What follows belongs to an exercise in optimizing a design on an open flow for small area, a short achievable clock period and few clock cycles per item; a production flow would make more cautious choices.
Power figures rest on the tool's default switching activity, not on a simulated workload.

Setup of P:
==> flow/design.v <==
package rac_pkg;
	localparam int COORD_W = 11;
	localparam int REG_W   = 12;
	localparam int EXT_W   = 11;
	localparam int COLOR_W = 8;
	localparam int SUM_W   = 30;
	localparam int CNT_W   = 23;
	localparam logic [1:0] REG_LEFT   = 2'd0;
	localparam logic [1:0] REG_TOP    = 2'd1;
	localparam logic [1:0] REG_WIDTH  = 2'd2;
	localparam logic [1:0] REG_HEIGHT = 2'd3;
endpackage
module rac_front (
	input  logic                        clk,
	input  logic                        arst_n,
	input  logic                        wr_lo,
	input  logic                        wr_ext,
	input  logic [rac_pkg::REG_W-1:0]   data,
	input  logic [rac_pkg::COORD_W-1:0] p,
	output logic                        hit
);
	logic [rac_pkg::COORD_W-1:0] lo_q;
	logic [rac_pkg::EXT_W-1:0]   ext_q;
	logic [rac_pkg::COORD_W:0]   hi_q;
	always_ff @(posedge clk or negedge arst_n) begin
		if (!arst_n) begin
			lo_q  <= '0;
			ext_q <= '0;
		end else begin
			if (wr_lo) begin
				lo_q <= data[rac_pkg::REG_W-1] ? '0 : data[rac_pkg::COORD_W-1:0];
			end
			if (wr_ext) begin
				ext_q <= data[rac_pkg::EXT_W-1:0];
			end
		end
	end
	always_ff @(posedge clk) begin
		hi_q <= {1'b0, lo_q} + {1'b0, ext_q};
	end
	assign hit = (p >= lo_q) && ({1'b0, p} <= hi_q);
endmodule
module rac_queue (
	input  logic                        clk,
	input  logic                        arst_n,
	input  logic                        take,
	input  logic                        hit,
	input  logic [rac_pkg::COLOR_W-1:0] pixel_red,
	input  logic [rac_pkg::COLOR_W-1:0] pixel_green,
	input  logic [rac_pkg::COLOR_W-1:0] pixel_blue,
	input  logic                        last_pixel,
	output logic                        s_valid,
	output logic                        s_hit,
	output logic [rac_pkg::COLOR_W-1:0] s_red,
	output logic [rac_pkg::COLOR_W-1:0] s_green,
	output logic [rac_pkg::COLOR_W-1:0] s_blue,
	output logic                        s_last
);
	always_ff @(posedge clk or negedge arst_n) begin
		if (!arst_n) begin
			s_valid <= 1'b0;
		end else begin
			s_valid <= take;
		end
	end
	always_ff @(posedge clk) begin
		s_hit   <= hit;
		s_red   <= pixel_red;
		s_green <= pixel_green;
		s_blue  <= pixel_blue;
		s_last  <= last_pixel;
	end
endmodule
module rac_accum (
	input  logic                        clk,
	input  logic                        clr,
	input  logic                        div,
	input  logic                        add,
	input  logic [rac_pkg::COLOR_W-1:0] color,
	input  logic [rac_pkg::CNT_W-1:0]   tally,
	output logic [rac_pkg::COLOR_W-1:0] mean
);
	localparam int SW = rac_pkg::SUM_W;
	localparam int CW = rac_pkg::CNT_W;
	localparam int LO = SW - CW;   
	logic [SW-1:0] acc_q;
	logic [CW:0]   diff;
	logic          ge;
	logic [CW-1:0] win;
	assign diff = {1'b0, acc_q[SW-1:LO]} - {1'b0, tally};
	assign ge   = !diff[CW];
	assign win  = ge ? diff[CW-1:0] : acc_q[SW-1:LO];
	always_ff @(posedge clk) begin
		if (clr) begin
			acc_q <= '0;
		end else if (div) begin
			acc_q <= {win[CW-2:0], acc_q[LO-1:0], ge};
		end else begin
			acc_q <= acc_q + SW'(add ? color : '0);
		end
	end
	assign mean = acc_q[rac_pkg::COLOR_W-1:0];
endmodule
module rac_div (
	input  logic       clk,
	input  logic       arst_n,
	input  logic       pixel_valid,
	input  logic       last_pixel,
	input  logic       cfg_wr_en,
	input  logic       s_valid,
	input  logic       s_last,
	input  logic       counted,
	input  logic       mean_ready,
	output logic       pixel_ready,
	output logic       take,
	output logic       clr,
	output logic       div,
	output logic       mean_valid,
	output logic       region_empty
);
	logic       open_q, open_n;
	logic [2:0] step_q;
	assign take = pixel_valid && pixel_ready;
	assign open_n = (open_q || clr || (mean_valid && mean_ready)) && !(take && last_pixel);
	always_ff @(posedge clk or negedge arst_n) begin
		if (!arst_n) begin
			pixel_ready <= 1'b0;
			open_q      <= 1'b0;
			clr         <= 1'b1;
			div         <= 1'b0;
			mean_valid  <= 1'b0;
		end else begin
			open_q      <= open_n;
			pixel_ready <= open_n && !cfg_wr_en;
			clr   <= mean_valid && mean_ready;
			if (s_valid && s_last && (counted || !region_empty)) begin
				div <= 1'b1;
			end else if (step_q == '0) begin
				div <= 1'b0;
			end
			if (mean_valid && mean_ready) begin
				mean_valid <= 1'b0;
			end else if ((div && step_q == '0) || (s_valid && s_last && !counted && region_empty)) begin
				mean_valid <= 1'b1;
			end
		end
	end
	always_ff @(posedge clk) begin
		if (clr) begin
			region_empty <= 1'b1;
		end else if (counted) begin
			region_empty <= 1'b0;
		end
		if (div) begin
			step_q <= step_q - 1'b1;
		end else begin
			step_q <= '1;
		end
	end
endmodule
module region_average_color_core (
	input  logic       clk,
	input  logic       arst_n,
	input  logic       cfg_wr_en,
	input  logic [1:0] cfg_index,
	input  logic [11:0] cfg_data,
	input  logic        pixel_valid,
	output logic        pixel_ready,
	input  logic [10:0] pixel_x,
	input  logic [10:0] pixel_y,
	input  logic [7:0]  pixel_blue,
	input  logic [7:0]  pixel_green,
	input  logic [7:0]  pixel_red,
	input  logic        last_pixel,
	output logic        mean_valid,
	input  logic        mean_ready,
	output logic [7:0]  mean_red,
	output logic [7:0]  mean_green,
	output logic [7:0]  mean_blue,
	output logic [22:0] inside_count,
	output logic        region_empty
);
	localparam int CW = rac_pkg::CNT_W;
	logic in_x, in_y;
	rac_front u_fx (
		.clk    (clk),
		.arst_n (arst_n),
		.wr_lo  (cfg_wr_en && cfg_index == rac_pkg::REG_LEFT),
		.wr_ext (cfg_wr_en && cfg_index == rac_pkg::REG_WIDTH),
		.data   (cfg_data),
		.p      (pixel_x),
		.hit    (in_x)
	);
	rac_front u_fy (
		.clk    (clk),
		.arst_n (arst_n),
		.wr_lo  (cfg_wr_en && cfg_index == rac_pkg::REG_TOP),
		.wr_ext (cfg_wr_en && cfg_index == rac_pkg::REG_HEIGHT),
		.data   (cfg_data),
		.p      (pixel_y),
		.hit    (in_y)
	);
	logic        take, clr, div;
	logic        s_valid, s_hit, s_last;
	logic [7:0]  s_red, s_green, s_blue;
	rac_queue u_in (
		.clk         (clk),
		.arst_n      (arst_n),
		.take        (take),
		.hit         (in_x && in_y),
		.pixel_red   (pixel_red),
		.pixel_green (pixel_green),
		.pixel_blue  (pixel_blue),
		.last_pixel  (last_pixel),
		.s_valid     (s_valid),
		.s_hit       (s_hit),
		.s_red       (s_red),
		.s_green     (s_green),
		.s_blue      (s_blue),
		.s_last      (s_last)
	);
	logic [CW-1:0] tally_q;
	logic          counted;
	assign counted = s_valid && s_hit && !tally_q[CW-1];
	always_ff @(posedge clk) begin
		if (clr) begin
			tally_q <= '0;
		end else begin
			tally_q <= tally_q + CW'(counted);
		end
	end
	rac_accum u_r (.clk(clk), .clr(clr), .div(div), .add(counted), .color(s_red),
		.tally(tally_q), .mean(mean_red));
	rac_accum u_g (.clk(clk), .clr(clr), .div(div), .add(counted), .color(s_green),
		.tally(tally_q), .mean(mean_green));
	rac_accum u_b (.clk(clk), .clr(clr), .div(div), .add(counted), .color(s_blue),
		.tally(tally_q), .mean(mean_blue));
	rac_div u_ctl (
		.clk          (clk),
		.arst_n       (arst_n),
		.pixel_valid  (pixel_valid),
		.last_pixel   (last_pixel),
		.cfg_wr_en    (cfg_wr_en),
		.s_valid      (s_valid),
		.s_last       (s_last),
		.counted      (counted),
		.mean_ready   (mean_ready),
		.pixel_ready  (pixel_ready),
		.take         (take),
		.clr          (clr),
		.div          (div),
		.mean_valid   (mean_valid),
		.region_empty (region_empty)
	);
	assign inside_count = tally_q;
endmodule
clock: 6.0 ns
lec_check: 0
cap_margin: 20
core_margin: 2
core_utilization: 40
setup_slack_margin: 3.5
slew_margin: 20
run.sh (not shown) runs the stock make flow with config.mk's settings and CLKGATE_MAP_FILE= SYNTH_SCRIPT=/design/flow/synth_recipe.tcl, a recipe that flattens the netlist after the stock synthesis.
Inputs modified between P and S:
==> flow/design.v, changed modules only <==
module rac_accum (
	input  logic                        clk,
	input  logic                        clr,
	input  logic                        div,
	input  logic                        add,
	input  logic [rac_pkg::COLOR_W-1:0] color,
	input  logic [rac_pkg::CNT_W-1:0]   tally,
	output logic [rac_pkg::COLOR_W-1:0] mean
);
	localparam int SW = rac_pkg::SUM_W;
	localparam int CW = rac_pkg::CNT_W;
	localparam int LO = SW - CW;   
	localparam int MW = rac_pkg::COLOR_W;
	logic [SW:0]   acc_q;
	logic [MW:0]      lo_sum;
	logic [SW-MW-1:0] hi_sum;
	assign lo_sum = {1'b0, acc_q[MW-1:0]} + {1'b0, color};
	assign hi_sum = acc_q[SW-1:MW] + (SW-MW)'(lo_sum[MW] && add);
	logic          neg;
	logic [CW:0]   opnd;
	logic [CW+1:0] step;
	logic [CW:0]   rem;
	assign neg  = acc_q[SW];
	assign opnd = {1'b0, tally} ^ {(CW+1){!neg}};
	assign step = {acc_q[SW:LO], 1'b1} + {opnd, !neg};
	assign rem  = step[CW+1:1];
	always_ff @(posedge clk) begin
		if (clr) begin
			acc_q <= '0;
		end else if (div) begin
			acc_q <= {rem[CW-1:0], acc_q[LO-1:0], !rem[CW]};
		end else begin
			acc_q <= {1'b0, hi_sum, add ? lo_sum[MW-1:0] : acc_q[MW-1:0]};
		end
	end
	assign mean = acc_q[MW-1:0];
endmodule
Of the two values seen for worst setup path startpoint, u_r.acc_q[0]$_SDFFE_PP0P_ was produced by S and tally_q[0]$_SDFF_PP0_ by P.
In the flow results for S and P, the portion of netlist area occupied by mux cells is larger on P.
S: number of vias per cell after detailed routing is 3.6% lower than what P reported.
Between S and P, the setup slack is lower for S.
S vs P on final standard cell utilization of the core: S is the lower one.
Sort S and P by sequential fraction of total cell area desc -> top: S
As of S, non-clock buffer count had risen slightly compared to P.
Share of power burned in the clock network in S is 1.4 points lower than in P
In terms of die outline area, P and S differ only marginally.
No functional check of the RTL was part of any run of this note.

== 06-02 ==
// region_average_color_core: RTL as listed in full above, without the edits since
Settings: LEC_CHECK=0, CAP_MARGIN=20, CORE_MARGIN=2, CORE_UTILIZATION=40, SETUP_SLACK_MARGIN=3.0, SLEW_MARGIN=20; clock period 6.0 ns.
06-02 was carried through to the last stage, and its layout satisfied the timing, design-rule and antenna checks.
## Diff of input files: 07-24 against 06-02
==> flow/design.v, changed modules only <==
module rac_accum (
	input  logic                        clk,
	input  logic                        clr,
	input  logic                        div,
	input  logic                        add,
	input  logic [rac_pkg::COLOR_W-1:0] color,
	input  logic [rac_pkg::CNT_W-1:0]   tally,
	output logic [rac_pkg::COLOR_W-1:0] mean
);
	localparam int SW = rac_pkg::SUM_W;
	localparam int CW = rac_pkg::CNT_W;
	localparam int LO = SW - CW;   
	localparam int MW = rac_pkg::COLOR_W;
	logic [SW:0]   acc_q;
	logic [MW:0]      lo_sum;
	logic [SW-MW-1:0] hi_sum;
	assign lo_sum = {1'b0, acc_q[MW-1:0]} + {1'b0, color};
	assign hi_sum = acc_q[SW-1:MW] + (SW-MW)'(lo_sum[MW] && add);
	logic          neg;
	logic [CW:0]   opnd;
	logic [CW+1:0] step;
	logic [CW:0]   rem;
	assign neg  = acc_q[SW];
	assign opnd = {1'b0, tally} ^ {(CW+1){!neg}};
	assign step = {acc_q[SW:LO], 1'b1} + {opnd, !neg};
	assign rem  = step[CW+1:1];
	always_ff @(posedge clk) begin
		if (clr) begin
			acc_q <= '0;
		end else if (div) begin
			acc_q <= {rem[CW-1:0], acc_q[LO-1:0], !rem[CW]};
		end else begin
			acc_q <= {1'b0, hi_sum, add ? lo_sum[MW-1:0] : acc_q[MW-1:0]};
		end
	end
	assign mean = acc_q[MW-1:0];
endmodule
[summary]
Delta (07-24 minus 06-02): synthesized netlist net count shows a reduction of 0.86%, flip-flop and latch count shows an increase of about 1.4%. Mean post-synth cell area: lower on 06-02. 07-24 vs. 06-02: portion of total power attributed to combinational logic saw an increase; hold slack saw an increase; cell count saw a decrease; quantity of gates resized following cts saw an increase. 07-24 vs 06-02 — largest fanout on the critical path dropped 9. Via count of the first global-routing pass for 07-24: 440 down relative to 06-02. Against 06-02, shortest period the worst path allows in 07-24 came out worse. 07-24 against 06-02: core utilization dropped 0.48 points, share of the clock period used by the worst path grew by 1.8 points. Between 06-02 and 07-24, sequential-to-total area share from yosys stat is higher for 07-24, 06-02 comes in under that. When 07-24 is set beside 06-02, its clock network fraction of total power turns out to be 3.4 points smaller.
No run of this note included a check of the RTL's function; only the layout flow was run.

[re-timing with driven ports]
The flow's constraints put no driver on any port. The routed layouts listed below were extracted and timed again, unchanged, in two steps. Step 1: set_driving_cell puts a clkbuf_16 on clk and a buf_2 on each other input, an assumption about the parent block. Step 2 adds t to the input delays and takes it off the output delays; t is the mean of the earliest and latest rising clock arrival at the registers after step 1. Input paths then give back, and output paths get back, about the clock's delay inside the block. Three values: ideal ports, drivers, drivers and shift; two values: the first two.
run	t (ns)	setup slack, ns	clock arrival spread, ns
P	0.615	2.966 / 2.966 / 2.949	0.031 / 0.031
S	0.595	2.742 / 2.742 / 2.742	0.034 / 0.034
06-02	0.609	2.973 / 2.973 / 2.632	0.014 / 0.014
07-24	0.600	2.864 / 2.864 / 2.613	0.030 / 0.030
After both steps setup and hold are still met in every run listed. The setup slack of 06-02, which loses most, moves by 0.000 ns with the drivers and by -0.341 ns with both steps.
